What follows belongs to an exercise in optimizing a design on an open flow for small area; a production flow would make more cautious choices. Function was checked by simulation only, so behaviour that the tests miss may differ from the original. Power and IR drop assume default switching activity.

--- flow/flow/run.sh ---
#!/bin/bash
# Own layout flow: the standard flow (standard.sh), with two changes:
#  - port buffers are the small sky130_fd_sc_hd__buf_1 instead of the cell
#    buffer_ports picks by default (every port still gets its own buffer);
#  - clock tree synthesis does not add dummy loads.
# Synthesis is the standard synthesis, unchanged. Each step's full output is
# written to its own log file in this folder.
set -euo pipefail
cd "$(dirname "$0")/.."

export BUFFER_PORTS_ARGS="-buffer_cell sky130_fd_sc_hd__buf_1"
export CTS_ARGS="-sink_clustering_enable -repair_clock_nets -dont_use_dummy_load -buf_list {sky130_fd_sc_hd__clkbuf_4 sky130_fd_sc_hd__clkbuf_8}"

bash standard.sh synth > synth.log 2>&1
bash standard.sh floorplan > floorplan.log 2>&1
bash standard.sh place > place.log 2>&1
bash standard.sh cts > cts.log 2>&1
bash standard.sh route > route.log 2>&1
bash standard.sh finish > finish.log 2>&1
--- flow/standard.sh ---
#!/bin/bash
# synth_recipe.tcl (not shown) runs the flow's synth.tcl, then flattens the netlist and writes it again
# the make line also repeats each setting of config.mk as NAME=value (left out here)
make -C /OpenROAD-flow-scripts/flow DESIGN_CONFIG=/design/flow/config.mk WORK_HOME=/design/flow/orfs CLKGATE_MAP_FILE= SYNTH_SCRIPT=/design/flow/synth_recipe.tcl "${@:-finish}"
--- flow/config.mk ---
export PLATFORM = sky130hd
export DESIGN_NAME = wb_regfile
export DESIGN_NICKNAME = wb_regfile
export VERILOG_FILES = /design/flow/design.v
export SDC_FILE = /design/flow/constraint.sdc
export NUM_CORES = 4
export LEC_CHECK = 0
export CAP_MARGIN = 20
export CORE_MARGIN = 2
export CORE_UTILIZATION = 40
export SLEW_MARGIN = 20
export SYNTH_HIERARCHICAL = 1
--- flow/constraint.sdc ---
create_clock -name core_clock -period 6.0 [get_ports {clk}]
set_input_delay 1.2000 -clock core_clock [delete_from_list [all_inputs] [get_ports {clk}]]
set_output_delay 1.2000 -clock core_clock [all_outputs]
set_load 0.01 [all_outputs]
--- flow/design.v ---
`default_nettype none
module wb_regfile #(
  parameter int DATA_W = 32,
  parameter int ADDR_W = 5,
  parameter int DEPTH  = 32
) (
  input  logic              clk,
  input  logic              rst,
  input  logic [1:0]        wbIn,
  input  logic [DATA_W-1:0] readDataIn,
  input  logic [DATA_W-1:0] resultIn,
  input  logic [ADDR_W-1:0] registerRdIn,
  input  logic [ADDR_W-1:0] readReg1,
  input  logic [ADDR_W-1:0] readReg2,
  output logic [DATA_W-1:0] readData1,
  output logic [DATA_W-1:0] readData2,
  output logic [DATA_W-1:0] wbData,
  output logic              wbEnable,
  output logic [31:0]       writeCount
);
  logic [DATA_W-1:0] regs_q [1:DEPTH-1];
  logic              phase;
  logic [31:0]       write_count;
  logic [DATA_W-1:0] wb_data;
  logic              wb_enable;
  logic [DATA_W-1:0] col;
  logic [DEPTH-1:1]  wr_dec;
  logic [DEPTH-1:1]  row_sel;
  logic [DEPTH-1:1]  row_sel_n;
  always_comb begin
    wb_data   = wbIn[0] ? readDataIn : resultIn;
    wb_enable = wbIn[1] && (registerRdIn != '0) && rst;
  end
  always_comb begin
    col = rst ? (wb_data ^ {DATA_W{phase}}) : '1;
    for (int i = 1; i < DEPTH; i++) begin
      wr_dec[i]    = wbIn[1] && rst && (registerRdIn == i[ADDR_W-1:0]);
      row_sel[i]   = wr_dec[i] || !rst;
      row_sel_n[i] = !row_sel[i];
    end
  end
  always_ff @(posedge clk) begin
    phase <= rst ? !phase : 1'b0;
  end
  for (genvar i = 1; i < DEPTH; i++) begin : g_row
    wb_regfile_row #(.DATA_W(DATA_W)) u_row (
      .clk   (clk),
      .sel   (row_sel[i]),
      .sel_n (row_sel_n[i]),
      .col   (col),
      .q     (regs_q[i])
    );
  end
  always_ff @(posedge clk) begin
    write_count <= rst ? (write_count + {31'd0, wb_enable}) : 32'd0;
  end
  localparam int NIN = DEPTH + 1;
  logic [NIN-1:0][DATA_W-1:0] rd_in;
  logic [NIN-1:0]             rd_sel1, rd_sel2;
  always_comb begin
    rd_in[0] = {DATA_W{phase}};
    for (int i = 1; i < DEPTH; i++) rd_in[i] = regs_q[i];
    rd_in[DEPTH] = col;
  end
  function automatic logic [NIN-1:0] read_sel(input logic [ADDR_W-1:0] ra);
    read_sel[0] = (ra == '0);
    for (int i = 1; i < DEPTH; i++) read_sel[i] = (ra == i[ADDR_W-1:0]) && !wr_dec[i];
    read_sel[DEPTH] = wb_enable && (ra == registerRdIn);
  endfunction
  always_comb begin
    rd_sel1 = read_sel(readReg1);
    rd_sel2 = read_sel(readReg2);
  end
  wb_regfile_rdmux #(.DATA_W(DATA_W), .N(NIN)) u_rd1 (
    .sel(rd_sel1), .d(rd_in), .inv(phase), .y(readData1)
  );
  wb_regfile_rdmux #(.DATA_W(DATA_W), .N(NIN)) u_rd2 (
    .sel(rd_sel2), .d(rd_in), .inv(phase), .y(readData2)
  );
  assign wbData     = wb_data;
  assign wbEnable   = wb_enable;
  assign writeCount = write_count;
endmodule
module wb_regfile_row #(
  parameter int DATA_W = 32
) (
  input  logic              clk,
  input  logic              sel,
  input  logic              sel_n,
  input  logic [DATA_W-1:0] col,
  output logic [DATA_W-1:0] q
);
  always_ff @(posedge clk) begin
    q <= ~((q | {DATA_W{sel}}) & ({DATA_W{sel_n}} | col));
  end
endmodule
module wb_regfile_rdmux #(
  parameter int DATA_W = 32,
  parameter int N      = 33
) (
  input  logic [N-1:0]             sel,
  input  logic [N-1:0][DATA_W-1:0] d,
  input  logic                     inv,
  output logic [DATA_W-1:0]        y
);
  for (genvar b = 0; b < DATA_W; b++) begin : g_bit
    logic [N-1:0] col_bits;
    for (genvar i = 0; i < N; i++) begin : g_in
      assign col_bits[i] = d[i][b];
    end
    wb_regfile_rdbit #(.N(N)) u_bit (
      .sel(sel), .d(col_bits), .inv(inv), .y(y[b])
    );
  end
endmodule
module wb_regfile_rdbit #(
  parameter int N = 33
) (
  input  logic [N-1:0] sel,
  input  logic [N-1:0] d,
  input  logic         inv,
  output logic         y
);
  localparam int NT = (N + 2) / 3;
  logic [NT-1:0] t_n;
  for (genvar k = 0; k < NT; k++) begin : g_term
    if (3 * k + 2 < N) begin : g_3
      wb_regfile_aoi222 u_aoi (
        .a0(sel[3*k]),   .b0(d[3*k]),
        .a1(sel[3*k+1]), .b1(d[3*k+1]),
        .a2(sel[3*k+2]), .b2(d[3*k+2]),
        .y_n(t_n[k])
      );
    end else if (3 * k + 1 < N) begin : g_2
      assign t_n[k] = ~((sel[3*k] & d[3*k]) | (sel[3*k+1] & d[3*k+1]));
    end else begin : g_1
      assign t_n[k] = ~(sel[3*k] & d[3*k]);
    end
  end
  assign y = ~(&t_n) ^ inv;
endmodule
module wb_regfile_aoi222 (
  input  logic a0, b0, a1, b1, a2, b2,
  output logic y_n
);
  assign y_n = ~((a0 & b0) | (a1 & b1) | (a2 & b2));
endmodule
`default_nettype wire
==> flow_metrics.tcl, run 1 <==
set metrics [dict create \
    status "failed layout checks" \
    check.faults "setup timing" \
    drtIter0Drc 10300 \
    clock-sinks 1025 \
    reg2reg_depth 5 \
    synth-main-ff-cell "dfxtp_1" \
    crit_buf_inv 4 \
    synth_area_um2 40500 \
    clock_skew_ns 0.0494 \
    p_seq_share_pct 52.4 \
    die_area_um2 104000 \
    clk_pin_slew_worst_paths_ns 0.05 \
    clock_path_buffers 3 \
    yosys_warnings 9 \
    cp_slowest_stage_delay_ns 0.85 \
    drive_above_1_share_pct 15.0 \
    ys_ff_latch 1025 \
    grt_pass1_wl_um 263000 \
    cp.depth 12 \
    cp-end-kind "output pin" \
    initial_core_util_pct 40.4 \
    seq_area_frac_synth_pct 50.7 \
    rsz0062_at_grt "false" \
    gp_congestion 0.963 \
    viasPerCell 7.74 \
    syn2layout_area_growth_pct 14.4 \
    hold_viol_final 0 \
    synth_top_area_share_pct 50.7 \
    peakVddDrop_uv 222 \
    fmax_mhz 165 \
    vias 42000 \
    fin_util_pct 46.2 \
    die_w_um 322 \
    core_area_um2 100000 \
    combPwrFrac_pct 16.1 \
    required_ns 4.80 \
    internal_power_w 0.0111 \
    crit_path_top_delay_cell "nor3_4" \
    synth_area_leader_cell "dfxtp_1" \
    port_buffers 211 \
    fillerInstances 9405 \
    drt_pass1_iterations 15 \
    dp_hpwl_um 116000 \
    crit_family "simple AND/OR/NAND/NOR gates" \
    async_flop_share_pct 0 \
    start_kind "primary input" \
    min_period_ns 6.06 \
    io_pins 212 \
    synth_area_leaders "dfxtp_1, a222oi_1, o22ai_1" \
    synth_cells 3725 \
    p_switching_w 0.00497 \
    setup_viol 1 \
    num_rows 116 \
    wl_per_cell_um 33.7 \
    grt_pass1_vias 38800 \
    cts_tree "built" \
    antenna_found_initial 4 \
    overflow 0 \
    fin_hold_ws_ns 0.467 \
    finalWorstSetupSlack_ns -0.0589 \
    grt_usage_pct 33.5 \
    syn-mean-instance-area_um2 10.9 \
    leakage_nw 15.8 \
    htree_levels 4 \
    timing.final.crit_share_pct 101 \
    clock_power_share_pct 31.4 \
    grt_start_max_net_pins 87 \
    slew_violations 0 \
    drc 0 \
    cts_made_buffers 168 \
    critPathKind "primary input to output pin" \
    critPathMaxFanout 17 \
    cts_root_buffer "clkbuf_8" \
    maxSlewHeadroom_pct 27.0 \
    worst_ep_arrival_time_ns 4.86 \
    holdCritPathClass "flip-flop to flip-flop" \
    synth-edff-count 0 \
    antenna_left 0 \
    layout.nets 4203 \
    worst_slew_pin_slew_ns 1.09 \
    worstHoldPathCells 1 \
    max_cap_violations 0 \
    p_per_area_nw_per_um2 347 \
    insertion_delay_ns 0.88 \
    worstPathCellList "buf_1 -> nor2_1 -> nand2_1 -> nor2_1 -> nor3_4 -> buf_4 -> a222oi_1 -> nand4_1 -> nor3_2 -> xnor2_1 -> buf_4 -> buf_1" \
    routed_wl_um 183000 \
    yosysUniqueCellTypes 41 \
    die_h_um 322 \
    switching_share_pct 30.9 \
]
-- modules after synthesis, one instance, submodules excluded, excerpt --
module / cells / times used / flip-flops and latches
wb_regfile: 531 / 1 / 33
wb_regfile_aoi222: 1 / 704 / 0
-- layout make-up --
cell class	instances	area [um^2]	share of cell area (%)
Inverter	36	135	0.292
Clock buffer	168	2310	4.99
Timing Repair Buffer	450	2720	5.88
Antenna cell	5	12.5	0.0270
Tap cell	1298	1620	3.51
Sequential cell	1025	20500	44.3
Multi-Input combinational cell	2437	19000	41.0
-- cell families after synthesis --
logic type	Yosys count	share of synthesized area (%)
multiplexers	37	1.01
buffers and inverters	263	4.46
XOR/XNOR	117	2.53
AO/OA/AOI/OAI	1756	33.5
adder cells (fa/ha/maj)	2	0.0618
AND/OR/NAND/NOR	525	7.71
flip-flops	1025	50.7
-- layout by cell type, fill, tap and decap left out, types with 4 or more instances in the layout --
master and count:
a222oi_1 704, clkbuf_8 168, o22ai_1 992, or3_1 9, nor2_1 47, nor3_4 8, or4_1 11, nor3_2 112
nand2b_1 13, o31ai_1 7, diode_2 5, buf_4 228, dfxtp_1 1024, nand3_1 82, o21ai_0 7, nand2_1 64
inv_1 33, nand3b_1 5, buf_12 10, o21ai_4 31, nor4_1 5, xor2_1 10, mux2i_1 5, a21oi_1 15
xnor2_1 107, buf_1 209, mux2_2 32, or2_2 7, and3_1 4, nor4_4 8, nand4_1 133
-- power by group through the flow --
stage | Combinational (W) | Clock [W] | Sequential, W
after floorplan | 0.00156 | 0 | 0.00834
after global routing | 0.00270 | 0.00535 | 0.00851
after global placement | 0.00245 | 0 | 0.00849
final | 0.00260 | 0.00505 | 0.00843
after detailed placement | 0.00250 | 0 | 0.00851
after CTS | 0.00250 | 0.00505 | 0.00838
-- metal layers --
layer | vias to the layer above | wire, um | GRT usage, %
met1 | 20300 | 69000 | 44.2
met2 | 3687 | 78000 | 49.9
li1 | 17300 | - | -
met4 | 6 | 7800 | 14.5
met3 | 617 | 28000 | 11.2
met5 | - | 54 | 0
-- flip-flops by register name, summed over array words and instances, names as in the netlist --
register       count
g_row.u_row.q    992
phase              1
write_count       32
-- worst register-to-register path, delay by kind of cell (launching register included) --
family                     cells  cell delay, ns
and+or+nand+nor                3            1.82
DFF                            1            0.35
adders and majority gates      1            0.18
AOI/OAI and AO/OA              1            0.15
-- path summary, 6_finish.rpt --
| check | slack, ns | from | end |
|---|---|---|---|
| worst max-delay path | -0.06 | registerRdIn[2] | readData2[12] |
| worst min register to register | 0.47 | g_row[7].u_row.q[13]$_DFF_P_ | g_row[7].u_row.q[13]$_DFF_P_ |
| worst min-delay path | 0.47 | g_row[7].u_row.q[13]$_DFF_P_ | g_row[7].u_row.q[13]$_DFF_P_ |
| worst max register to register | 3.43 | write_count[0]$_SDFF_PN0_ | write_count[22]$_SDFF_PN0_ |
-- per-stage QoR --
stage          total power (W)  area [um^2]  setup slack (ns)  setup TNS, ns  cells
6_report                0.0161        46300           -0.0589        -0.0589   5419
5_1_grt                 0.0166        46300            0.0156              0   5419
4_1_cts                 0.0159        46200            0.0118              0   5411
3_5_place_dp            0.0110        43900            0.0341              0   5243
3_3_place_gp            0.0109        43900           -0.0499        -0.0499   5242
2_1_floorplan          0.00991        40500            0.0128              0   3725
-- cells in the mapped netlist (all sizes together) (15+ instances only) --
cell type / number
nor3: 122
a21oi: 15
nand3: 82
a222oi: 704
nand4: 135
dfxtp: 1025
mux2: 32
o22ai: 992
xnor2: 107
nand2: 64
inv: 35
nor2: 48
o21ai: 38
clkbuf: 32
buf: 195
-- what timing repair did --
action / CTS / global route
resized for setup: 0 / 2
buffers inserted: 0 / 3
endpoints found under the setup margin: 0 / 5
hold buffers: 0 / 0
==> inputs of run 2 (changes only) <==
--- a/flow/design.v
+++ b/flow/design.v
@@ -32,8 +32,16 @@
     wb_enable = wbIn[1] && (registerRdIn != '0) && rst;
   end
+  logic [3:0] wr_lo;
+  logic [7:0] wr_hi;
+  wb_regfile_predec #(.W(2)) u_wr_lo (
+    .a(registerRdIn[1:0]), .en(wbIn[1] && rst), .y(wr_lo)
+  );
+  wb_regfile_predec #(.W(3)) u_wr_hi (
+    .a(registerRdIn[4:2]), .en(1'b1), .y(wr_hi)
+  );
   always_comb begin
     col = rst ? (wb_data ^ {DATA_W{phase}}) : '1;
     for (int i = 1; i < DEPTH; i++) begin
-      wr_dec[i]    = wbIn[1] && rst && (registerRdIn == i[ADDR_W-1:0]);
+      wr_dec[i]    = wr_lo[i % 4] && wr_hi[i / 4];
       row_sel[i]   = wr_dec[i] || !rst;
       row_sel_n[i] = !row_sel[i];
@@ -63,13 +71,12 @@
     rd_in[DEPTH] = col;
   end
-  function automatic logic [NIN-1:0] read_sel(input logic [ADDR_W-1:0] ra);
-    read_sel[0] = (ra == '0);
-    for (int i = 1; i < DEPTH; i++) read_sel[i] = (ra == i[ADDR_W-1:0]) && !wr_dec[i];
-    read_sel[DEPTH] = wb_enable && (ra == registerRdIn);
-  endfunction
-  always_comb begin
-    rd_sel1 = read_sel(readReg1);
-    rd_sel2 = read_sel(readReg2);
-  end
+  wb_regfile_rdsel u_sel1 (
+    .ra(readReg1), .wr_lo(wr_lo), .wr_hi(wr_hi),
+    .byp(wb_enable && (readReg1 == registerRdIn)), .sel(rd_sel1)
+  );
+  wb_regfile_rdsel u_sel2 (
+    .ra(readReg2), .wr_lo(wr_lo), .wr_hi(wr_hi),
+    .byp(wb_enable && (readReg2 == registerRdIn)), .sel(rd_sel2)
+  );
   wb_regfile_rdmux #(.DATA_W(DATA_W), .N(NIN)) u_rd1 (
     .sel(rd_sel1), .d(rd_in), .inv(phase), .y(readData1)
@@ -81,4 +88,42 @@
   assign wbEnable   = wb_enable;
   assign writeCount = write_count;
+endmodule
+module wb_regfile_predec #(
+  parameter int W = 2
+) (
+  input  logic [W-1:0]      a,
+  input  logic              en,
+  output logic [(1<<W)-1:0] y
+);
+  always_comb begin
+    for (int j = 0; j < (1 << W); j++) y[j] = en && (a == j[W-1:0]);
+  end
+endmodule
+module wb_regfile_rdsel (
+  input  logic [4:0]  ra,
+  input  logic [3:0]  wr_lo,
+  input  logic [7:0]  wr_hi,
+  input  logic        byp,
+  output logic [32:0] sel
+);
+  logic [3:0] ra_lo;
+  logic [7:0] ra_hi;
+  wb_regfile_predec #(.W(2)) u_lo (.a(ra[1:0]), .en(1'b1), .y(ra_lo));
+  wb_regfile_predec #(.W(3)) u_hi (.a(ra[4:2]), .en(1'b1), .y(ra_hi));
+  assign sel[0] = ra_lo[0] && ra_hi[0];
+  for (genvar i = 1; i < 32; i++) begin : g_sel
+    wb_regfile_selgate u_g (
+      .a_lo(ra_lo[i % 4]), .a_hi(ra_hi[i / 4]),
+      .w_lo(wr_lo[i % 4]), .w_hi(wr_hi[i / 4]),
+      .y(sel[i])
+    );
+  end
+  assign sel[32] = byp;
+endmodule
+module wb_regfile_selgate (
+  input  logic a_lo, a_hi, w_lo, w_hi,
+  output logic y
+);
+  assign y = a_lo && a_hi && !(w_lo && w_hi);
 endmodule
 module wb_regfile_row #(
@@ -138,5 +183,17 @@
     end
   end
-  assign y = ~(&t_n) ^ inv;
+  logic [2:0] p;
+  assign p[0] = ~(&t_n[3:0]);
+  assign p[1] = ~(&t_n[7:4]);
+  assign p[2] = ~(&t_n[NT-1:8]);
+  logic any;
+  wb_regfile_or3 u_or (.a(p[0]), .b(p[1]), .c(p[2]), .y(any));
+  assign y = any ^ inv;
+endmodule
+module wb_regfile_or3 (
+  input  logic a, b, c,
+  output logic y
+);
+  assign y = a | b | c;
 endmodule
 module wb_regfile_aoi222 (
--- a/flow/flow/run.sh
+++ b/flow/flow/run.sh
@@ -10,5 +10,5 @@
 
 export BUFFER_PORTS_ARGS="-buffer_cell sky130_fd_sc_hd__buf_1"
-export CTS_ARGS="-sink_clustering_enable -repair_clock_nets -dont_use_dummy_load -buf_list {sky130_fd_sc_hd__clkbuf_4 sky130_fd_sc_hd__clkbuf_8}"
+export CTS_ARGS="-sink_clustering_enable -repair_clock_nets -dont_use_dummy_load -sink_clustering_size 10 -sink_clustering_max_diameter 50 -buf_list {sky130_fd_sc_hd__clkbuf_4}"
 
 bash standard.sh synth > synth.log 2>&1
--- a/flow/config.mk
+++ b/flow/config.mk
@@ -7,4 +7,6 @@
 export LEC_CHECK = 0
 export CAP_MARGIN = 20
+export CELL_PAD_IN_SITES_DETAIL_PLACEMENT = 1
+export CELL_PAD_IN_SITES_GLOBAL_PLACEMENT = 1
 export CORE_MARGIN = 2
 export CORE_UTILIZATION = 40
==> run 2 against run 1 <==
Compared with the run above:
- now clean on timing, DRC and antenna
- utilization is 1.5 points lower
- cell count is 2.2% higher
- highest routed layer is now met4
- sequential power hardly changed
- largest power group unchanged
==> flow_metrics.tcl, run 2 <==
set metrics [dict create \
    setup_tns_ns 0 \
    clock_skew_ns 0.0636 \
    multi_input_area_um2 19100 \
    vias 43800 \
    max_cap_violations 0 \
    critPathMaxFanout 32 \
    seq_area_frac_synth_pct 50.4 \
    antenna_found_initial 5 \
    wl_per_cell_um 39.1 \
    slew_violations 0 \
    hold_viol_final 0 \
    clk_pin_slew_worst_paths_ns 0.05 \
    gp_congestion 0.968 \
    use_met3_pct 10.1 \
    drtIter0Drc 10400 \
    dp_cells 5384 \
    die_area_um2 104000 \
    final_common_cell "dfxtp_1" \
    timing.final.crit_share_pct 98.4 \
    fin_util_pct 44.7 \
    yosysUniqueCellTypes 41 \
    pre_cts_ws_ns -0.102 \
    top_regs "g_row.u_row.q x992, write_count x32, phase x1" \
    dp_hpwl_um 133000 \
    grt_pass1_vias 43000 \
    drt_pass1_iterations 10 \
    critPathKind "primary input to output pin" \
    p_per_area_nw_per_um2 307 \
    maxSlewHeadroom_pct 15.4 \
    synth_cells 3759 \
    synth_common_cells "dfxtp_1, o22ai_1, a222oi_1" \
    required_ns 4.80 \
    num_rows 117 \
    grtUsageMet2_pct 57.6 \
    grt_pass1_wl_um 305000 \
    start_kind "primary input" \
    syn-mean-instance-area_um2 10.8 \
    ys_ff_latch 1025 \
    layout.cells.non_filler 5538 \
    cts_tree "built" \
    layout.area.seq_um2 20500 \
    synth_area_leader_cell "dfxtp_1" \
    async_flop_share_pct 0 \
    synth_top_area_share_pct 50.4 \
    synth_area_leaders "dfxtp_1, a222oi_1, o22ai_1" \
    min_period_ns 5.91 \
    initial_core_util_pct 40.2 \
    overflow 0 \
    die_h_um 323 \
    cp-end-kind "output pin" \
    worst_slew_pin_slew_ns 1.27 \
    grt_usage_pct 39.9 \
    rsz0062_at_grt "false" \
    port_buffers 211 \
    largest_reg_flops 992 \
    insertion_delay_ns 1.15 \
    grt_start_max_net_pins 130 \
    routed_wl_um 217000 \
    top_register "g_row.u_row.q" \
    peakVddDrop_uv 172 \
    busiest_layer "met2" \
    fmax_mhz 169 \
    die_w_um 323 \
    clock_path_buffers 3 \
    synth.most_common_cell "dfxtp_1" \
    synth_area_um2 40700 \
    worst_ep_arrival_time_ns 4.71 \
    fillerInstances 11200 \
    holdCritPathClass "flip-flop to flip-flop" \
    hold_buffers 0 \
    setup_viol 0 \
    antenna_left 0 \
    met1_usage_pct 52.1 \
    finalWorstSetupSlack_ns 0.0932 \
    status "no timing/DRC/antenna violations" \
    yosys_warnings 11 \
    cts_made_buffers 135 \
    drive_above_1_share_pct 12.2 \
    clock-sinks 1025 \
    final_cell_mix "dfxtp_1, o22ai_1, a222oi_1" \
    post_cts_buffers 0 \
    viasPerCell 7.90 \
    layout.nets 4243 \
    synth-main-ff-cell "dfxtp_1" \
    io_pins 212 \
    synth-edff-count 0 \
    core_area_um2 101000 \
    cts_root_buffer "clkbuf_4" \
    leakage_nw 16.2 \
    htree_levels 4 \
    syn2layout_area_growth_pct 11.4 \
    drc 0 \
]
==> run 2: cell count changes in the layout (fill, tap and decap cells not counted), sizes merged, moves of 35 or more <==
cell	before	now
nor3	122	3
nand2	64	167
or3	10	72
a21oi	15	76
xnor2	107	46
xor2	10	71
nor2	48	13
==> run 2: cell families (layout without fill, tap and decap cells) <==
kind of cell | Yosys count | count (layout) | synth area share [%]
compound gates | 1787 | 1787 | 34.3
flops | 1025 | 1025 | 50.4
simple gates | 536 | 536 | 7.40
other cells | 3 | 46 | 0.0276
xor+xnor | 117 | 117 | 2.51
fa+ha+maj | 2 | 2 | 0.0614
buf+inv | 252 | 620 | 4.37
mux | 37 | 37 | 1.01
==> run 2: repair_timing <==
action                                  in CTS  in global routing
resized for setup                            1                  4
pin swaps                                    0                  0
endpoints found under the setup margin       2                  1
==> run 2: final cells by class <==
type	instances	share of cell area (%)
Tap cell	1368	3.77
Clock buffer	135	2.23
Timing Repair Buffer	447	6.38
Multi-Input combinational cell	2511	42.0
Antenna cell	14	0.0772
Inverter	38	0.314
Sequential cell	1025	45.2
==> run 2: per-layer routing <==
metal | share of wire (%) | vias up | wire length, um
li1 | - | 17500 | -
met1 | 38 | 21900 | 82400
met2 | 42 | 3594 | 90700
met3 | 13 | 740 | 27600
met4 | 7.4 | 0 | 16100
met5 | 0 | - | 0
==> run 2: worst paths after layout <==
check	startpoint	end	slack [ns]	cells past startpoint
max	rst	readData1[15]	0.09	13
min	g_row[24].u_row.q[7]$_DFF_P_	g_row[24].u_row.q[7]$_DFF_P_	0.47	1
max reg2reg	write_count[0]$_SDFF_PN0_	write_count[30]$_SDFF_PN0_	3.34	6
min reg2reg	g_row[24].u_row.q[7]$_DFF_P_	g_row[24].u_row.q[7]$_DFF_P_	0.47	1
==> run 2: modules after synthesis (local to each module, per instance), excerpt <==
| module | copies in the design | cells inside |
|---|---|---|
| wb_regfile | 1 | 399 |
| wb_regfile_aoi222 | 704 | 1 |
| wb_regfile_or3 | 64 | 1 |
| wb_regfile_rdsel | 2 | 3 |
| wb_regfile_selgate | 62 | 2 |
==> run 2: stage by stage <==
stage | instance area, um^2 | total power, W | hold WS [ns]
2_1_floorplan | 40900 | 0.00956 | 0.442
3_3_place_gp | 44100 | 0.0104 | 0.450
3_5_place_dp | 44200 | 0.0105 | 0.462
4_1_cts | 45200 | 0.0138 | 0.473
5_1_grt | 45400 | 0.0144 | 0.489
6_report | 45400 | 0.0139 | 0.474
==> run 2: worst max-delay path, stage by stage <==
cell	delay, ns
buf_2	0.17
and2_1	0.21
and3b_2	0.39
buf_12	0.18
buf_4	0.17
a21oi_4	0.06
buf_4	0.32
a222oi_1	0.46
nand4_1	0.34
or3_1	0.51
xor2_2	0.31
buf_4	0.18
buf_1	0.16
==> run 2: report_power, final <==
group / internal (W) / leakage (nW) / switching [W]
clock: 0.00104 / 0.621 / 0.00239
combinational: 0.000719 / 6.96 / 0.00135
sequential: 0.00769 / 8.61 / 0.000738
total: 0.00944 / 16.2 / 0.00448
==> inputs of run 3 (changes only) <==
--- a/flow/config.mk
+++ b/flow/config.mk
@@ -7,6 +7,4 @@
 export LEC_CHECK = 0
 export CAP_MARGIN = 20
-export CELL_PAD_IN_SITES_DETAIL_PLACEMENT = 1
-export CELL_PAD_IN_SITES_GLOBAL_PLACEMENT = 1
 export CORE_MARGIN = 2
 export CORE_UTILIZATION = 40
==> run 3 against run 2 <==
Compared with the run above:
- cell count down 0.63%
- the layout now fails its checks (setup timing)
- clock skew up 0.025 ns
- via count down 0.37%
- sequential power down 0.6%
- sequential share of layout area up 0.15 points
- sequential cell count unchanged
==> flow_metrics.tcl, run 3 <==
set metrics [dict create \
    status "failed layout checks" \
    check.faults "setup timing" \
    switching_share_pct 31.8 \
    initial_core_util_pct 40.2 \
    busiest_layer "met2" \
    max_cap_violations 0 \
    htree_levels 3 \
    drc 0 \
    port_buffers 211 \
    syn-mean-instance-area_um2 10.8 \
    layout.cells.non_filler 5503 \
    layout.nets 4213 \
    wl_per_cell_um 37.0 \
    maxSlewHeadroom_pct 11.5 \
    synth_top_area_share_pct 50.4 \
    required_ns 4.80 \
    synth_cells 3759 \
    overflow 0 \
    clock_skew_ns 0.0886 \
    worst_ep_arrival_time_ns 4.81 \
    num_rows 117 \
    dp_cells 5370 \
    routed_wl_um 204000 \
    holdCritPathClass "flip-flop to flip-flop" \
    finalWorstSetupSlack_ns -0.0104 \
    grt_pass1_vias 40100 \
    worstHoldPathCells 1 \
    worst_slew_pin_slew_ns 1.32 \
    combPwrFrac_pct 15.0 \
    critPathKind "primary input to output pin" \
    final_cell_mix "dfxtp_1, o22ai_1, a222oi_1" \
    drive_above_1_share_pct 11.5 \
    grt_usage_pct 37.0 \
    hold_viol_final 0 \
    drtIter0Drc 12800 \
    fin_util_pct 44.6 \
    grt_pass1_wl_um 285000 \
    p_seq_share_pct 61.6 \
    top_regs "g_row.u_row.q x992, write_count x32, phase x1" \
    antenna_left 0 \
    peakVddDrop_uv 180 \
    hold_buffers 0 \
    start_kind "primary input" \
    seq_area_frac_synth_pct 50.4 \
    fillerInstances 9767 \
    syn2layout_area_growth_pct 11.0 \
    clock_power_share_pct 23.4 \
    drt_pass1_iterations 15 \
    ys_ff_latch 1025 \
    clock-sinks 1025 \
    gp_congestion 0.926 \
    cts_tree "built" \
    vias 43600 \
    die_area_um2 104000 \
    synth.most_common_cell "dfxtp_1" \
    design_area_um2 45200 \
    async_flop_share_pct 0 \
    power_w 0.0136 \
    yosys_warnings 11 \
    yosysUniqueCellTypes 41 \
    min_period_ns 6.01 \
    pre_cts_ws_ns 0.235 \
    top_register "g_row.u_row.q" \
    synth_area_leader_cell "dfxtp_1" \
    slew_violations 0 \
    grt_start_max_net_pins 107 \
    p_per_area_nw_per_um2 301 \
    cts_root_buffer "clkbuf_4" \
    core_area_um2 101000 \
    viasPerCell 7.92 \
    p_switching_w 0.00432 \
    leakage_nw 16.1 \
    antenna_found_initial 12 \
    io_pins 212 \
    dp_hpwl_um 127000 \
    grtUsageMet2_pct 51.3 \
    insertion_delay_ns 1.09 \
    die_h_um 323 \
    final_common_cell "dfxtp_1" \
    synth_common_cells "dfxtp_1, o22ai_1, a222oi_1" \
    ctsResizeCount 0 \
    clock_path_buffers 3 \
    setup_viol 1 \
    synth_area_um2 40700 \
    reg2reg_depth 6 \
    timing.final.crit_share_pct 100 \
    synth-main-ff-cell "dfxtp_1" \
    post_cts_buffers 0 \
    use_met3_pct 13.4 \
    critPathMaxFanout 24 \
    internal_power_w 0.00928 \
    die_w_um 323 \
    largest_reg_flops 992 \
    rsz0062_at_grt "false" \
    met1_usage_pct 47.9 \
    synth-edff-count 0 \
    placed_area_um2 44100 \
    synth_area_leaders "dfxtp_1, a222oi_1, o22ai_1" \
    cts_made_buffers 117 \
    cp-end-kind "output pin" \
    clk_pin_slew_worst_paths_ns 0.07 \
    fmax_mhz 166 \
]
## run 3: cell families (layout without fill, tap and decap cells)
kind of cell	Yosys count	count (layout)	synth area share, %
compound gates	1787	1787	34.3
xor+xnor	117	117	2.51
fa+ha+maj	2	2	0.0614
buf+inv	252	590	4.37
flops	1025	1025	50.4
mux	37	37	1.01
other cells	3	41	0.0276
simple gates	536	536	7.40
## run 3: power by group through the flow
stage / clock (W) / combinational [W] / sequential (W)
after floorplan: 0 / 0.00123 / 0.00833
after global placement: 0 / 0.00191 / 0.00846
after detailed placement: 0 / 0.00195 / 0.00848
after CTS: 0.00316 / 0.00195 / 0.00833
after global routing: 0.00343 / 0.00211 / 0.00847
final: 0.00319 / 0.00204 / 0.00838
## run 3: worst paths after layout
path	from	end	slack, ns
max reg2reg	write_count[0]$_SDFF_PN0_	write_count[30]$_SDFF_PN0_	3.39
max	registerRdIn[4]	readData1[25]	-0.01
min	g_row[28].u_row.q[8]$_DFF_P_	g_row[28].u_row.q[8]$_DFF_P_	0.47
min reg2reg	g_row[28].u_row.q[8]$_DFF_P_	g_row[28].u_row.q[8]$_DFF_P_	0.47
## run 3: metal layers
layer / vias up / wire (um)
met5: - / 69
met4: 6 / 15500
met3: 816 / 34200
met2: 4385 / 80600
met1: 21000 / 73500
li1: 17400 / -
## run 3: modules after synthesis, one instance, submodules excluded, excerpt
module / flops+latches / cells inside / cell area, um^2
wb_regfile: 33 / 399 / 2830
wb_regfile_rdsel: 0 / 3 / 17.5
wb_regfile_selgate: 0 / 2 / 12.5
wb_regfile_aoi222: 0 / 1 / 10.0
wb_regfile_or3: 0 / 1 / 6.26
## run 3: layout make-up
class | count | area, um^2 | area share [%]
timing repair buffer | 435 | 2910 | 6.44
clock buffer | 117 | 878 | 1.94
sequential | 1025 | 20500 | 45.4
tap | 1368 | 1710 | 3.78
inverter | 38 | 143 | 0.315
multi-input combinational | 2511 | 19100 | 42.1
antenna | 9 | 22.5 | 0.0498
## run 3: critical path, cell delays in order
cell	delay, ns
buf_1	0.44
and4bb_2	0.70
a21oi_4	0.40
a222oi_1	0.52
nand4_1	0.59
or3_1	0.59
xor2_1	0.16
buf_1	0.17
## run 3: metrics by stage
stage,hold slack (ns),TNS (ns)
floorplan,0.442,0
global placement,0.450,0
detailed placement,0.459,0
CTS,0.473,0
global route,0.489,0
finish,0.474,-0.0104
==> inputs of run 4 (changes only) <==
--- a/flow/design.v
+++ b/flow/design.v
@@ -35,8 +35,8 @@
   logic [7:0] wr_hi;
   wb_regfile_predec #(.W(2)) u_wr_lo (
-    .a(registerRdIn[1:0]), .en(wbIn[1] && rst), .y(wr_lo)
+    .a(registerRdIn[1:0]), .en(wbIn[1]), .y(wr_lo)
   );
   wb_regfile_predec #(.W(3)) u_wr_hi (
-    .a(registerRdIn[4:2]), .en(1'b1), .y(wr_hi)
+    .a(registerRdIn[4:2]), .en(rst), .y(wr_hi)
   );
   always_comb begin
@@ -100,4 +100,14 @@
   end
 endmodule
+module wb_regfile_dec #(
+  parameter int W = 2
+) (
+  input  logic [W-1:0]      a,
+  output logic [(1<<W)-1:0] y
+);
+  always_comb begin
+    for (int j = 0; j < (1 << W); j++) y[j] = (a == j[W-1:0]);
+  end
+endmodule
 module wb_regfile_rdsel (
   input  logic [4:0]  ra,
@@ -109,6 +119,6 @@
   logic [3:0] ra_lo;
   logic [7:0] ra_hi;
-  wb_regfile_predec #(.W(2)) u_lo (.a(ra[1:0]), .en(1'b1), .y(ra_lo));
-  wb_regfile_predec #(.W(3)) u_hi (.a(ra[4:2]), .en(1'b1), .y(ra_hi));
+  wb_regfile_dec #(.W(2)) u_lo (.a(ra[1:0]), .y(ra_lo));
+  wb_regfile_dec #(.W(3)) u_hi (.a(ra[4:2]), .y(ra_hi));
   assign sel[0] = ra_lo[0] && ra_hi[0];
   for (genvar i = 1; i < 32; i++) begin : g_sel
--- a/flow/flow/run.sh
+++ b/flow/flow/run.sh
@@ -10,5 +10,5 @@
 
 export BUFFER_PORTS_ARGS="-buffer_cell sky130_fd_sc_hd__buf_1"
-export CTS_ARGS="-sink_clustering_enable -repair_clock_nets -dont_use_dummy_load -sink_clustering_size 10 -sink_clustering_max_diameter 50 -buf_list {sky130_fd_sc_hd__clkbuf_4}"
+export CTS_ARGS="-sink_clustering_enable -repair_clock_nets -dont_use_dummy_load -sink_clustering_size 8 -sink_clustering_max_diameter 40 -buf_list {sky130_fd_sc_hd__clkbuf_4}"
 
 bash standard.sh synth > synth.log 2>&1
--- a/flow/config.mk
+++ b/flow/config.mk
@@ -7,6 +7,9 @@
 export LEC_CHECK = 0
 export CAP_MARGIN = 20
+export CELL_PAD_IN_SITES_DETAIL_PLACEMENT = 1
+export CELL_PAD_IN_SITES_GLOBAL_PLACEMENT = 1
 export CORE_MARGIN = 2
 export CORE_UTILIZATION = 40
+export SETUP_SLACK_MARGIN = 0.15
 export SLEW_MARGIN = 20
 export SYNTH_HIERARCHICAL = 1
==> run 4 against run 3 <==
Compared with the run above:
- the run now finishes clean
- hold slack is essentially flat
- wire length grew 4.7%
- sequential power grew 1%
- non-clock buffer count grew 22
- utilization grew 0.71 points
- first-iteration DRC count shrank 22%
- cell count grew 0.49%
- clock power grew 17%
- critical endpoint is now readData1[14]
==> flow_metrics.tcl, run 4 <==
set metrics [dict create \
    status "no timing/DRC/antenna violations" \
    layout.nets 4249 \
    rsz0062_at_grt "false" \
    routed_wl_um 213000 \
    grt_start_max_net_pins 106 \
    num_rows 116 \
    insertion_delay_ns 1.08 \
    hold_viol_final 0 \
    syn-mean-instance-area_um2 10.8 \
    required_ns 4.80 \
    syn2layout_area_growth_pct 12.0 \
    cts_made_buffers 167 \
    setup_viol 0 \
    critPathMaxFanout 23 \
    switching_share_pct 33.4 \
    yosys_warnings 13 \
    core_area_um2 100000 \
    die_h_um 323 \
    final_common_cell "dfxtp_1" \
    die_w_um 323 \
    drtIter0Drc 9950 \
    finalWorstSetupSlack_ns 0.132 \
    overflow 0 \
    setup_tns_ns 0 \
    synth-main-ff-cell "dfxtp_1" \
    met2_length_um 89000 \
    worst_ep_arrival_time_ns 4.67 \
    cts_tree "built" \
    holdCritPathClass "flip-flop to flip-flop" \
    clock_power_share_pct 25.2 \
    start_kind "primary input" \
    grt_pass1_vias 43200 \
    initial_core_util_pct 40.4 \
    wl_per_cell_um 38.6 \
    maxSlewHeadroom_pct 14.6 \
    max_cap_violations 0 \
    gp_congestion 0.943 \
    clock-sinks 1025 \
    synth_cells 3754 \
    crit_buf_inv 2 \
    top_regs "g_row.u_row.q x992, write_count x32, phase x1" \
    final_cell_mix "dfxtp_1, o22ai_1, a222oi_1" \
    grt_pass1_wl_um 302000 \
    seq_area_frac_synth_pct 50.5 \
    dp_cells 5345 \
    fillerInstances 11100 \
    dp_hpwl_um 137000 \
    vias 44000 \
    drt-met1-wl_um 81500 \
    fmax_mhz 170 \
    internal_power_w 0.00985 \
    synth.most_common_cell "dfxtp_1" \
    drive_above_1_share_pct 13.0 \
    synth_area_um2 40600 \
    peakVddDrop_uv 149 \
    synth_area_leader_cell "dfxtp_1" \
    routed-wl-met3_um 26500 \
    slew_violations 0 \
    synth-edff-count 0 \
    io_pins 212 \
    synth_common_cells "dfxtp_1, o22ai_1, a222oi_1" \
    p_switching_w 0.00494 \
    clk_pin_slew_worst_paths_ns 0.08 \
    antenna_found_initial 4 \
    combPwrFrac_pct 17.6 \
    async_flop_share_pct 0 \
    worstPathCellList "buf_1 -> nor3b_1 -> nand2_1 -> a21oi_4 -> a222oi_1 -> nand4_1 -> or3_1 -> xor2_1 -> buf_1" \
    p_per_area_nw_per_um2 325 \
    path_common_cell "buf_1" \
    crit_family "simple AND/OR/NAND/NOR gates" \
    synth_area_leaders "dfxtp_1, a222oi_1, o22ai_1" \
    drt_pass1_iterations 11 \
    cp_slowest_stage_delay_ns 0.85 \
    cts_root_buffer "clkbuf_4" \
    antenna_left 0 \
    grt_usage_pct 39.2 \
    power_w 0.0148 \
    drc 0 \
    crit_path_top_delay_cell "a21oi_4" \
    top_register "g_row.u_row.q" \
    synth_top_area_share_pct 50.5 \
    ys_ff_latch 1025 \
    htree_levels 4 \
    clock_skew_ns 0.0760 \
    clock_path_buffers 3 \
    min_period_ns 5.87 \
    leakage_nw 16.1 \
    critPathKind "primary input to output pin" \
    viasPerCell 7.95 \
    p_seq_share_pct 57.2 \
    port_buffers 211 \
    pre_cts_ws_ns 0.103 \
    fin_hold_ws_ns 0.474 \
    yosysUniqueCellTypes 43 \
    timing.final.crit_share_pct 97.8 \
    top_layer_used "met5" \
    layout.cells.non_filler 5530 \
    cp-end-kind "output pin" \
    die_area_um2 104000 \
    largest_reg_flops 992 \
    worst_slew_pin_slew_ns 1.28 \
]
-- run 4: cell types whose count changed after synthesis, sizes merged, moves of 4 or more --
cell    delta
clkbuf     +4
a21oi      +4
and4b      -6
and4bb     -6
nor3b      +4
mux2i      -5
nand2b     -5
-- run 4: worst reg2reg max path, cell delays in order (launching register included) --
cell	delay, ns
dfxtp_1	0.33
ha_1	0.22
ha_1	0.26
nand4_1	0.21
or4_1	0.70
or4_1	0.59
a21oi_1	0.14
-- run 4: metrics by stage --
step                      util (%)  area [um^2]
final                         45.3        45500
after global routing          45.3        45500
after detailed placement      43.9        44100
after floorplan                  -        40600
after global placement        43.8        44000
after CTS                     45.1        45300
-- run 4: logic make-up after synthesis --
| logic type | share of synthesized area [%] |
|---|---|
| AO/OA/AOI/OAI | 34.5 |
| flip-flops | 50.5 |
| AND/OR/NAND/NOR | 7.10 |
| buffers and inverters | 4.41 |
| XOR/XNOR | 2.54 |
| multiplexers | 0.887 |
| adder cells (fa/ha/maj) | 0.0616 |
-- run 4: timing repair --
action	in CTS	in global routing
hold buffers	0	0
pin swaps	0	1
setup buffers	0	3
endpoints found under the setup margin	12	18
gates resized for setup	4	5
-- run 4: final cells by class --
class | count | area, um^2 | share of cell area (%)
Multi-Input combinational cell | 2474 | 18800 | 41.4
Tap cell | 1357 | 1700 | 3.73
Timing Repair Buffer | 457 | 3020 | 6.64
Antenna cell | 11 | 27.5 | 0.0605
Sequential cell | 1025 | 20500 | 45.1
Clock buffer | 167 | 1250 | 2.76
Inverter | 39 | 146 | 0.322
-- run 4: worst paths after layout --
| path | to | cells past startpoint | slack (ns) | start |
|---|---|---|---|---|
| max | readData1[14] | 9 | 0.13 | readReg1[2] |
| min | g_row[1].u_row.q[10]$_DFF_P_ | 1 | 0.47 | g_row[1].u_row.q[10]$_DFF_P_ |
| max reg2reg | write_count[28]$_SDFF_PN0_ | 6 | 3.45 | write_count[0]$_SDFF_PN0_ |
| min reg2reg | g_row[1].u_row.q[10]$_DFF_P_ | 1 | 0.47 | g_row[1].u_row.q[10]$_DFF_P_ |
-- run 4: per-layer routing --
metal | up-vias | global-route usage (%)
met4 | 2 | 27.7
met1 | 22100 | 51.2
met2 | 3654 | 57.0
met5 | - | 0
li1 | 17500 | -
met3 | 736 | 9.21
-- run 4: power groups by stage --
stage	Clock [W]	Combinational, W	Sequential (W)
after floorplan	0	0.00149	0.00834
after global placement	0	0.00242	0.00848
after detailed placement	0	0.00251	0.00856
after CTS	0.00376	0.00251	0.00841
after global routing	0.00407	0.00269	0.00854
final	0.00372	0.00261	0.00846
-- run 4: modules after synthesis, one instance, submodules excluded, excerpt --
module,flops+latches,times used,cell area (um^2),cells
wb_regfile,33,1,2800,396
wb_regfile_aoi222,0,704,10.0,1
wb_regfile_or3,0,64,6.26,1
wb_regfile_rdsel,0,2,13.8,2
wb_regfile_selgate,0,62,12.5,2
==> inputs of run 5 (changes only) <==
--- a/flow/config.mk
+++ b/flow/config.mk
@@ -11,5 +11,5 @@
 export CORE_MARGIN = 2
 export CORE_UTILIZATION = 40
-export SETUP_SLACK_MARGIN = 0.15
+export SETUP_SLACK_MARGIN = 0.3
 export SLEW_MARGIN = 20
 export SYNTH_HIERARCHICAL = 1
==> run 5 against run 4 <==
Compared with the run above:
- still clean
- setup slack better by 0.037 ns
- design area up 0.48%
- clock skew up 0.0039 ns
- clock power about the same
- wire length up 0.70%
- critical path depth up 1
- die area unchanged
- count of clock-buffer cells in the layout unchanged
- non-clock buffer count up 17
- fmax up 0.64%
- sequential cell count unchanged
- cell count up 0.33%
- largest power group unchanged
==> flow_metrics.tcl, run 5 <==
set metrics [dict create \
    status "no timing/DRC/antenna violations" \
    wl_per_cell_um 38.7 \
    layout.nets 4269 \
    die_area_um2 104000 \
    fillerInstances 11100 \
    fmax_mhz 171 \
    drive_above_1_share_pct 13.4 \
    slew_violations 0 \
    vias 44200 \
    ys_ff_latch 1025 \
    synth_area_leaders "dfxtp_1, a222oi_1, o22ai_1" \
    synth_cells 3754 \
    synth_area_um2 40600 \
    gp_congestion 0.943 \
    p_seq_share_pct 57.2 \
    holdCritPathClass "flip-flop to flip-flop" \
    required_ns 4.80 \
    grt_usage_pct 39.2 \
    grt_pass1_wl_um 302000 \
    yosysUniqueCellTypes 43 \
    port_buffers 211 \
    worstPathCellList "buf_1 -> and3b_4 -> buf_12 -> a21oi_4 -> buf_4 -> a222oi_1 -> nand4_1 -> or3_1 -> xor2_1 -> buf_1" \
    insertion_delay_ns 1.16 \
    critPathMaxFanout 17 \
    yosys_warnings 13 \
    dp_cells 5345 \
    drc 0 \
    seq_area_frac_synth_pct 50.5 \
    rsz0062_at_grt "true" \
    timing.final.crit_share_pct 97.2 \
    worst_slew_pin_slew_ns 1.29 \
    crit_path_top_delay_cell "a222oi_1" \
    peakVddDrop_uv 151 \
    synth_top_area_share_pct 50.5 \
    critPathKind "primary input to output pin" \
    antenna_found_initial 4 \
    fin_util_pct 45.5 \
    layout.cells.non_filler 5548 \
    io_pins 212 \
    htree_levels 4 \
    largest_reg_flops 992 \
    viasPerCell 7.96 \
    internal_power_w 0.00986 \
    leakage_nw 16.2 \
    p_per_area_nw_per_um2 324 \
    async_flop_share_pct 0 \
    fin_hold_ws_ns 0.472 \
    combPwrFrac_pct 17.7 \
    top_register "g_row.u_row.q" \
    cp_slowest_stage_delay_ns 0.52 \
    top_regs "g_row.u_row.q x992, write_count x32, phase x1" \
    cts_made_buffers 167 \
    synth-edff-count 0 \
    setup_viol 0 \
    synth-main-ff-cell "dfxtp_1" \
    cp-end-kind "output pin" \
    final_common_cell "dfxtp_1" \
    drtIter0Drc 9774 \
    num_rows 116 \
    min_period_ns 5.83 \
    synth.most_common_cell "dfxtp_1" \
    clk_pin_slew_worst_paths_ns 0.08 \
    switching_share_pct 33.4 \
    die_h_um 323 \
    clock_path_buffers 3 \
    clock-sinks 1025 \
    maxSlewHeadroom_pct 13.9 \
    p_switching_w 0.00494 \
    syn-mean-instance-area_um2 10.8 \
    dp_hpwl_um 137000 \
    synth_area_leader_cell "dfxtp_1" \
    multi_input_area_um2 18900 \
    path_common_cell "buf_1" \
    start_kind "primary input" \
    routed_wl_um 215000 \
    final_cell_mix "dfxtp_1, o22ai_1, a222oi_1" \
    cts_tree "built" \
    grt_pass1_vias 43200 \
    clock_skew_ns 0.0799 \
    hold_viol_final 0 \
    layout.area.seq_um2 20500 \
    worst_ep_arrival_time_ns 4.63 \
    cts_root_buffer "clkbuf_4" \
    antenna_left 0 \
    synth_common_cells "dfxtp_1, o22ai_1, a222oi_1" \
    setup_tns_ns 0 \
    syn2layout_area_growth_pct 12.5 \
    initial_core_util_pct 40.4 \
    overflow 0 \
    max_cap_violations 0 \
    drt_pass1_iterations 12 \
    core_area_um2 100000 \
    die_w_um 323 \
    grt_start_max_net_pins 106 \
    clock_power_share_pct 25.2 \
]
run 5: metrics by stage:
step / area, um^2 / power (W) / setup slack (ns)
after floorplan: 40600 / 0.00983 / 0.532
after global placement: 44000 / 0.0109 / 0.152
after detailed placement: 44100 / 0.0111 / 0.103
after CTS: 45300 / 0.0147 / 0.323
after global routing: 45700 / 0.0153 / 0.215
final: 45700 / 0.0148 / 0.169
run 5: kinds of logic (layout without fill, tap and decap cells):
family	after synthesis	in the layout	synth area share [%]
AO/OA/AOI/OAI	1795	1798	34.5
flip-flops	1025	1025	50.5
AND/OR/NAND/NOR	527	527	7.10
buffers and inverters	255	680	4.41
XOR/XNOR	118	118	2.54
multiplexers	32	32	0.887
adder cells (fa/ha/maj)	2	2	0.0616
other	0	9	0
run 5: final cells by class:
type	count	share of cell area [%]
inverter	39	0.320
sequential	1025	44.9
antenna	9	0.0493
multi-input combinational	2477	41.3
tap	1357	3.71
clock buffer	167	2.74
timing repair buffer	474	7.02
run 5: path summary, 6_finish.rpt:
path                                                    from  slack (ns)  cells after the start                            to
worst max-delay path                         registerRdIn[1]        0.17                     10                  readData2[3]
worst min-delay path            g_row[1].u_row.q[10]$_DFF_P_        0.47                      1  g_row[1].u_row.q[10]$_DFF_P_
worst max register to register     write_count[0]$_SDFF_PN0_        3.46                      6    write_count[28]$_SDFF_PN0_
worst min register to register  g_row[1].u_row.q[10]$_DFF_P_        0.47                      1  g_row[1].u_row.q[10]$_DFF_P_
run 5: metal layers:
metal | track usage, % | wire (um)
met1 | 51.1 | 82400
met5 | 0 | 12
met4 | 27.9 | 16700
met3 | 9.21 | 26700
met2 | 57.0 | 89200
run 5: power by group through the flow:
stage | registers [W] | clock network (W) | logic (W)
2_1_floorplan | 0.00834 | 0 | 0.00149
3_3_place_gp | 0.00848 | 0 | 0.00242
3_5_place_dp | 0.00856 | 0 | 0.00251
4_1_cts | 0.00841 | 0.00376 | 0.00251
5_1_grt | 0.00854 | 0.00407 | 0.00270
6_report | 0.00846 | 0.00372 | 0.00262
run 5: repair_timing:
item / 4_1_cts / 5_1_grt
gates resized for setup: 9 / 2
hold buffers: 0 / 0
cloned: 0 / 3
setup endpoints to repair: 62 / 49
buffers inserted: 0 / 20
run 5: per-module statistics from Yosys, one instance, submodules excluded, excerpt:
| module | cells inside | times used |
|---|---|---|
| wb_regfile | 396 | 1 |
| wb_regfile_selgate | 2 | 62 |
| wb_regfile_or3 | 1 | 64 |
| wb_regfile_rdsel | 2 | 2 |
| wb_regfile_aoi222 | 1 | 704 |
run 5: worst max-delay path, delay by kind of cell:
family,cells,cell delay (ns)
buffers and inverters,4,1.08
AO/OA/AOI/OAI,2,0.76
XOR/XNOR,1,0.24
AND/OR/NAND/NOR,3,1.31

-- static timing again, ports no longer ideal --
The results above use ideal ports. As a check the final layouts listed here were re-extracted and re-timed, cells and wires unchanged. Step 1: set_driving_cell puts a clkbuf_16 on clk and a buf_2 on each other input, an assumption about the parent block. Step 2 moves the port delays by t, midway between the first and last clock arrival at a register: inputs arrive t later, outputs are due t later. That takes back most of the time a late clock gives input paths. Slacks: no drivers / after step 1 / after step 2; pairs: no drivers / after step 1.
| run | shift t [ns] | slack for setup (ns) | worst setup path at the end | pins driven straight from the clock port |
|---|---|---|---|---|
| run 1 | 0.902 | -0.059 / -0.081 / -0.081 | input to output | 1 |
| run 2 | 1.157 | 0.093 / 0.064 / 0.064 | input to output | 1 |
| run 3 | 1.077 | -0.010 / -0.042 / -0.042 | input to output | 1 |
| run 4 | 1.151 | 0.132 / 0.107 / 0.107 | input to output | 1 |
| run 5 | 1.157 | 0.169 / 0.122 / 0.122 | input to output | 1 |
The setup slack of run 5, which loses most, moves by -0.047 ns with the drivers and by -0.047 ns with both steps.
